What follows belongs to an exercise in optimizing a design on an open flow for small area; a production flow would make more cautious choices. Only simulation tests tie the RTL to the original design; equivalence was not proved. Power figures rest on the tool's default switching activity, not on a simulated workload. No driver is modelled on the clock port, so clocking that relies on it looks cheaper here than on a real chip.

// axis_pingpong_frame_buffer
module axis_pingpong_frame_buffer #(
   parameter int DATA_WIDTH = 32,
   parameter int FRAME_LEN  = 24,
   parameter int CNT_WIDTH  = 16
) (
   input  logic                         i_clk,
   input  logic                         i_rst,
   input  logic [DATA_WIDTH-1:0]        s_axis_tdata,
   input  logic                         s_axis_tvalid,
   output logic                         s_axis_tready,
   output logic [DATA_WIDTH-1:0]        m_axis_tdata,
   output logic                         m_axis_tvalid,
   input  logic                         m_axis_tready,
   output logic                         m_axis_tlast,
   output logic [1:0]                   o_bank_full,
   output logic [CNT_WIDTH-1:0]         o_frame_cnt
);
For scale: roughly 1,800 cells after synthesis, about 1,600 flip-flops, roughly 49,000 sq um of cells after synthesis.
clock: 5.0 ns
lec_check: 0
cap_margin: 20
core_margin: 2
core_utilization: 45
place_density: 0.6
slew_margin: 20
standard.sh (not shown) runs the stock make flow with config.mk's settings and CLKGATE_MAP_FILE= SYNTH_SCRIPT=/design/flow/synth_recipe.tcl, a recipe that flattens the netlist after the stock synthesis.
==> flow/flow/run.sh <==
#!/bin/bash
# Own layout flow: the standard ORFS flow (standard.sh, unchanged synthesis),
# with buf_1 port buffers and a clock tree of sized leaf clusters without
# dummy loads (settings in flow/cts.env). Output goes to standard.log.
set -euo pipefail
source flow/cts.env
export BUFFER_PORTS_ARGS="-buffer_cell sky130_fd_sc_hd__buf_1"
export CTS_ARGS="-sink_clustering_enable -repair_clock_nets -buf_list $CTS_BUF -sink_clustering_size $CTS_SIZE -sink_clustering_max_diameter $CTS_DIAM -dont_use_dummy_load"
bash standard.sh > standard.log 2>&1
==> flow/flow/cts.env <==
CTS_BUF=sky130_fd_sc_hd__clkbuf_16; CTS_SIZE=36; CTS_DIAM=50
Rerun with:
==> flow/run.sh (new file) <==
#!/bin/bash
# synth_recipe.tcl (not shown) runs the flow's synth.tcl, then flattens the netlist and writes it again
# the make line also repeats each setting of config.mk as NAME=value (left out here)
make -C /OpenROAD-flow-scripts/flow DESIGN_CONFIG=/design/flow/config.mk WORK_HOME=/design/flow/orfs CLKGATE_MAP_FILE= SYNTH_SCRIPT=/design/flow/synth_recipe.tcl finish
- CTS_BUF_LIST: not set -> sky130_fd_sc_hd__clkbuf_8
- CTS_CLUSTER_DIAMETER: not set -> 60
- CTS_CLUSTER_SIZE: not set -> 20
removed: flow/flow/run.sh
removed: flow/flow/cts.env
removed: flow/standard.sh
Via count increases by 0.57%.
Register-to-register slack improved by 0.10 ns.
Fmax barely changes.
Sequential share of layout area hardly moves.
Synthesized cell count stays the same.
Clock-buffer cell count decreases by 5.
Sequential power barely changes.
Setup slack got worse by 0.0034 ns.
First-iteration DRC count decreases by 16%.
Design area hardly moves.
Hold slack improved by 0.057 ns.
Rerun with:
==> flow/flow/run.sh (new file) <==
#!/bin/bash
# Own layout flow: the standard ORFS flow (standard.sh, unchanged synthesis),
# with smaller port buffers and a clock tree built from clkbuf_8 leaf clusters
# without dummy loads. Each tool's output goes to a log file in the work folder.
set -euo pipefail
export BUFFER_PORTS_ARGS="-buffer_cell sky130_fd_sc_hd__buf_1"
export CTS_ARGS="-sink_clustering_enable -repair_clock_nets -buf_list sky130_fd_sc_hd__clkbuf_8 -sink_clustering_size 18 -sink_clustering_max_diameter 60 -dont_use_dummy_load"
bash standard.sh > standard.log 2>&1
==> flow/standard.sh (new file) <==
#!/bin/bash
# synth_recipe.tcl (not shown) runs the flow's synth.tcl, then flattens the netlist and writes it again
# the make line also repeats each setting of config.mk as NAME=value (left out here)
make -C /OpenROAD-flow-scripts/flow DESIGN_CONFIG=/design/flow/config.mk WORK_HOME=/design/flow/orfs CLKGATE_MAP_FILE= SYNTH_SCRIPT=/design/flow/synth_recipe.tcl "${@:-finish}"
- CTS_BUF_LIST: sky130_fd_sc_hd__clkbuf_8 -> not set
- CTS_CLUSTER_DIAMETER: 60 -> not set
- CTS_CLUSTER_SIZE: 20 -> not set
removed: flow/run.sh
Utilization shrinks by 1.2 points.
Clock-buffer cell count grows by 2.
First-iteration DRC count grows by roughly a tenth.
Sequential power hardly moves.
Routed wire length shrinks by a few percent.
Design area shrinks by a few percent.
Critical path depth is unchanged.
Total power shrinks by a few percent.
Clock power shrinks by about a fifth.
Rerun with:
==> flow/flow/run.sh (replaced) <==
#!/bin/bash
# Own layout flow: the standard ORFS flow (standard.sh, unchanged synthesis),
# with buf_1 port buffers and a clock tree of sized leaf clusters without
# dummy loads (settings in flow/cts.env). Output goes to standard.log.
set -euo pipefail
source flow/cts.env
export BUFFER_PORTS_ARGS="-buffer_cell sky130_fd_sc_hd__buf_1"
export CTS_ARGS="-sink_clustering_enable -repair_clock_nets -buf_list $CTS_BUF -sink_clustering_size $CTS_SIZE -sink_clustering_max_diameter $CTS_DIAM -dont_use_dummy_load"
bash standard.sh > standard.log 2>&1
==> flow/flow/cts.env (new file) <==
CTS_BUF=sky130_fd_sc_hd__clkbuf_8; CTS_SIZE=18; CTS_DIAM=60
- CAP_MARGIN: 20 -> 0
- CORE_UTILIZATION: 45 -> 60
- PLACE_DENSITY: 0.6 -> 0.85
- SLEW_MARGIN: 20 -> 0
What happened: The changed run produced a clean layout. Critical path depth decreases by 1. Global-route usage increases by 3.9 points. Setup slack loses 0.099 ns. Via count increases by 0.49%. Hold slack gains 0.0090 ns. Routed wire length increases by 2.8%. Power decreases by 1.0%. Area after synthesis is unchanged. Non-clock buffer count decreases by 7. Clock skew decreases by 0.017 ns.
Rerun with:
==> flow/run.sh (new file) <==
#!/bin/bash
# synth_recipe.tcl (not shown) runs the flow's synth.tcl, then flattens the netlist and writes it again
# the make line also repeats each setting of config.mk as NAME=value (left out here)
make -C /OpenROAD-flow-scripts/flow DESIGN_CONFIG=/design/flow/config.mk WORK_HOME=/design/flow/orfs CLKGATE_MAP_FILE= SYNTH_SCRIPT=/design/flow/synth_recipe.tcl finish
- CAP_MARGIN: 0 -> 20
- CORE_UTILIZATION: 60 -> 45
- CTS_BUF_LIST: not set -> sky130_fd_sc_hd__clkbuf_8
- CTS_CLUSTER_DIAMETER: not set -> 60
- CTS_CLUSTER_SIZE: not set -> 18
- PLACE_DENSITY: 0.85 -> 0.6
- SLEW_MARGIN: 0 -> 20
removed: flow/flow/run.sh
removed: flow/flow/cts.env
removed: flow/standard.sh
Result: Final area rose by 3.0%. Maximum frequency climbs by 2.9%. Clock-buffer cell count grows by 5. Final cell count increases by 14%. Setup slack improved by 0.087 ns. Core utilization fell by 15 points.
Rerun with:
- CTS_BUF_LIST: sky130_fd_sc_hd__clkbuf_8 -> sky130_fd_sc_hd__clkbuf_16
- CTS_CLUSTER_SIZE: 18 -> 32
Setup slack loses 0.068 ns.
Flip-flop and latch count stays the same.
Wire length came out higher by 0.48%.
Cell count came out higher by 1.1%.
Clock power came out higher by 50%.

========
axis_pingpong_frame_buffer, a different RTL version from the one above (not shown whole).
For scale: about 49000 um2 of cells after synthesis.
clock: 5.0 ns
lec_check: 0
cap_margin: 0
core_margin: 2
core_utilization: 75
place_density: 0.95
slew_margin: 0
==> flow/flow/run.sh <==
#!/bin/bash
# Own layout flow: the standard ORFS flow (standard.sh, unchanged synthesis),
# with buf_1 port buffers and a clock tree of sized leaf clusters without
# dummy loads (settings in flow/cts.env). Output goes to standard.log.
set -euo pipefail
source flow/cts.env
export BUFFER_PORTS_ARGS="-buffer_cell sky130_fd_sc_hd__buf_1"
export CTS_ARGS="-sink_clustering_enable -repair_clock_nets -buf_list $CTS_BUF -sink_clustering_size $CTS_SIZE -sink_clustering_max_diameter $CTS_DIAM -dont_use_dummy_load"
bash standard.sh > standard.log 2>&1
==> flow/flow/cts.env <==
CTS_BUF=sky130_fd_sc_hd__buf_12; CTS_SIZE=29; CTS_DIAM=80
The first run completed with no timing, DRC or antenna violations.
Then changed:
==> flow/flow/cts.env (replaced) <==
CTS_BUF=sky130_fd_sc_hd__clkbuf_8; CTS_SIZE=18; CTS_DIAM=60
Settings changed: CORE_UTILIZATION 75 to 60, PLACE_DENSITY 0.95 to 0.85.
After rerunning: The changed run finished clean; die area rose by about 25%; via count fell by about 4%; clock skew barely changes; non-clock buffer count rose by 14; final area rose by 1.1%; cell count rose by 9.5%; routed wire length fell by 25%; clock-buffer cell count rose by 41; critical path depth rose by 1.
Then changed:
==> flow/flow/cts.env (replaced) <==
CTS_BUF=sky130_fd_sc_hd__buf_12; CTS_SIZE=30; CTS_DIAM=80
Settings changed: CORE_UTILIZATION 60 to 75, PLACE_DENSITY 0.85 to 0.95.
The changed run went through all stages and came out clean.
Sequential share of layout area rises by 1.1 points.
Die area decreases by 20%.
Clock skew fell by 5.1 ps.
Cell count shrinks by 8.7%.
Routed wire length went up by about 33%.

========
axis_pingpong_frame_buffer again, from the RTL that the note above started with.
Design axis_pingpong_frame_buffer, start of the top module:
module axis_pingpong_frame_buffer #(
   parameter int DATA_WIDTH = 32,
   parameter int FRAME_LEN  = 24,
   parameter int CNT_WIDTH  = 16
) (
   input  logic                         i_clk,
   input  logic                         i_rst,
   input  logic [DATA_WIDTH-1:0]        s_axis_tdata,
   input  logic                         s_axis_tvalid,
   output logic                         s_axis_tready,
   output logic [DATA_WIDTH-1:0]        m_axis_tdata,
   output logic                         m_axis_tvalid,
   input  logic                         m_axis_tready,
   output logic                         m_axis_tlast,
   output logic [1:0]                   o_bank_full,
   output logic [CNT_WIDTH-1:0]         o_frame_cnt
);
export LEC_CHECK = 0
export CAP_MARGIN = 0
export CORE_MARGIN = 2
export CORE_UTILIZATION = 70
export PLACE_DENSITY = 0.9
export SLEW_MARGIN = 0
create_clock -name core_clock -period 5.0 [get_ports {i_clk}]
==> flow/flow/cts.env <==
CTS_BUF=sky130_fd_sc_hd__buf_12; CTS_SIZE=28; CTS_DIAM=80
Scripts as last shown in full above: flow/flow/run.sh
Next try:
==> flow/flow/cts.env (replaced) <==
CTS_BUF=sky130_fd_sc_hd__clkbuf_16; CTS_SIZE=30; CTS_DIAM=70
Settings changed: CORE_UTILIZATION 70 to 60, PLACE_DENSITY 0.9 to 0.85.
Outcome:
- The new run went through all stages and came out clean
- routed wire length decreases by 12%
- cell area increases by 0.88%
- non-clock buffer count decreases by 3
- clock power increases by about 3%
- sequential power stays flat
- die area increases by 16%
- worst setup slack gains 0.12 ns

========
axis_pingpong_frame_buffer again, from the RTL that the note above started with.
Settings: LEC_CHECK=0, CAP_MARGIN=0, CORE_MARGIN=2, CORE_UTILIZATION=60, PLACE_DENSITY=0.85, SLEW_MARGIN=0; clock period 5.0 ns.
==> flow/flow/cts.env <==
CTS_BUF=sky130_fd_sc_hd__buf_12; CTS_SIZE=30; CTS_DIAM=80
Scripts as last shown in full above: flow/flow/run.sh
The baseline went through all stages and came out clean.
Then changed:
==> flow/flow/cts.env (replaced) <==
CTS_BUF=sky130_fd_sc_hd__clkbuf_8; CTS_SIZE=21; CTS_DIAM=50
The changed run ran to the end with no violations.
Global-route usage went down by 1.3 points.
Final area went up by 0.62%.
Worst setup slack improved by 8.7 ps.
Via count went down by 0.67%.
Non-clock buffer count does not change.
Total power is about the same.
Sequential cell count stays the same.
Synthesized cell count does not change.
Then changed:
==> flow/flow/cts.env (replaced) <==
CTS_BUF=sky130_fd_sc_hd__buf_12; CTS_SIZE=28; CTS_DIAM=80
Outcome: The new run went through all stages and came out clean. Sequential cell count stays the same. Final area shrinks by about 0.3%. Total power grows by 1.8%. Sequential power barely changes. Register-to-register slack gains 20 ps. Cell count shrinks by about 1.4%. Worst hold slack gains 27 ps. Wire length grows by 11%. Synthesized cell count does not change. Synthesized area does not change.
Then changed:
==> flow/flow/cts.env (replaced) <==
CTS_BUF=sky130_fd_sc_hd__buf_12; CTS_SIZE=30; CTS_DIAM=120
- final area drops by about 0.4%
- core utilization goes down by 0.25 points
- non-clock buffer count stays the same
- sequential cell count is unchanged
- synthesized area stays the same
- worst setup slack loses 7.4 ps
- clock-buffer cell count is lower by 10
- power goes down by 2.1%
- wire length is lower by 1.8%
- via count came out lower by 0.59%
Then changed:
==> flow/flow/cts.env (replaced) <==
CTS_BUF=sky130_fd_sc_hd__buf_12; CTS_SIZE=32; CTS_DIAM=60
After rerunning: The new run finished clean. Global-route usage climbs by 0.18 points. Final area climbs by 0.76%. Non-clock buffer count does not change. Worst hold slack improves by 3.1 ps. Setup slack hardly moves. Power climbs by 3.8%. Die area stays the same. Routed wire length climbs by 0.84%. Sequential share of layout area drops by 0.69 points.

[port drivers added, routing unchanged]
Ports are ideal in the flow. The routed layouts listed here were re-timed in OpenROAD.
Step 1: set_driving_cell puts a clkbuf_16 on i_clk and a buf_2 on each other input, an assumption about the parent block.
Step 2, shift: input delay + t, output delay - t, t = (earliest + latest rising clock arrival at the registers) / 2. This alone moves slack from input paths to output paths.
Slacks: ideal ports / drivers / drivers and shift; pairs: ideal ports / drivers.
| run | t, ns | setup WS [ns] | worst hold slack (ns) | slew at the worst register clock pin (ns) | worst slew at a driven data input, ns |
|---|---|---|---|---|---|
| the first run of note 1 | 0.719 | 1.979 / 1.979 / 1.429 | 0.352 / 0.352 / 0.352 | 0.09 / 0.09 | 0.14 |
| the second run of note 1 | 0.814 | 1.975 / 1.971 / 1.157 | 0.409 / 0.409 / 0.409 | 0.11 / 0.11 | 0.08 |
| the third run of note 1 | 0.778 | 1.974 / 1.974 / 1.451 | 0.347 / 0.347 / 0.347 | 0.11 / 0.11 | 0.14 |
| the fourth run of note 1 | 0.744 | 1.875 / 1.875 / 1.347 | 0.356 / 0.356 / 0.356 | 0.11 / 0.11 | 0.13 |
| the fifth run of note 1 | 0.806 | 1.962 / 1.958 / 1.151 | 0.402 / 0.402 / 0.402 | 0.11 / 0.11 | 0.08 |
| the sixth run of note 1 | 0.736 | 1.894 / 1.892 / 1.156 | 0.398 / 0.398 / 0.398 | 0.10 / 0.10 | 0.08 |
| the first run of note 2 | 0.652 | 1.653 / 1.653 / 1.521 | 0.389 / 0.389 / 0.389 | 0.12 / 0.12 | 0.04 |
| the second run of note 2 | 0.754 | 1.598 / 1.563 / 1.505 | 0.387 / 0.387 / 0.387 | 0.11 / 0.11 | 0.10 |
| the third run of note 2 | 0.655 | 1.513 / 1.513 / 1.500 | 0.407 / 0.407 / 0.407 | 0.13 / 0.13 | 0.05 |
| the first run of note 3 | 0.617 | 1.525 / 1.525 / 1.419 | 0.397 / 0.397 / 0.397 | 0.11 / 0.11 | 0.09 |
| the second run of note 3 | 0.685 | 1.650 / 1.650 / 1.488 | 0.363 / 0.363 / 0.363 | 0.11 / 0.11 | 0.10 |
| the first run of note 4 | 0.653 | 1.636 / 1.636 / 1.545 | 0.364 / 0.364 / 0.364 | 0.12 / 0.12 | 0.10 |
| the second run of note 4 | 0.751 | 1.644 / 1.616 / 1.503 | 0.362 / 0.362 / 0.362 | 0.11 / 0.11 | 0.10 |
| the third run of note 4 | 0.611 | 1.667 / 1.667 / 1.561 | 0.389 / 0.389 / 0.389 | 0.11 / 0.11 | 0.10 |
| the fourth run of note 4 | 0.661 | 1.660 / 1.660 / 1.546 | 0.356 / 0.356 / 0.356 | 0.12 / 0.12 | 0.09 |
| the fifth run of note 4 | 0.629 | 1.657 / 1.657 / 1.520 | 0.359 / 0.359 / 0.359 | 0.12 / 0.12 | 0.09 |
After both steps every run listed still meets setup and hold. For the second run of note 1, which loses most, drivers alone change the setup slack by -0.004 ns; drivers and shift together by -0.818 ns.
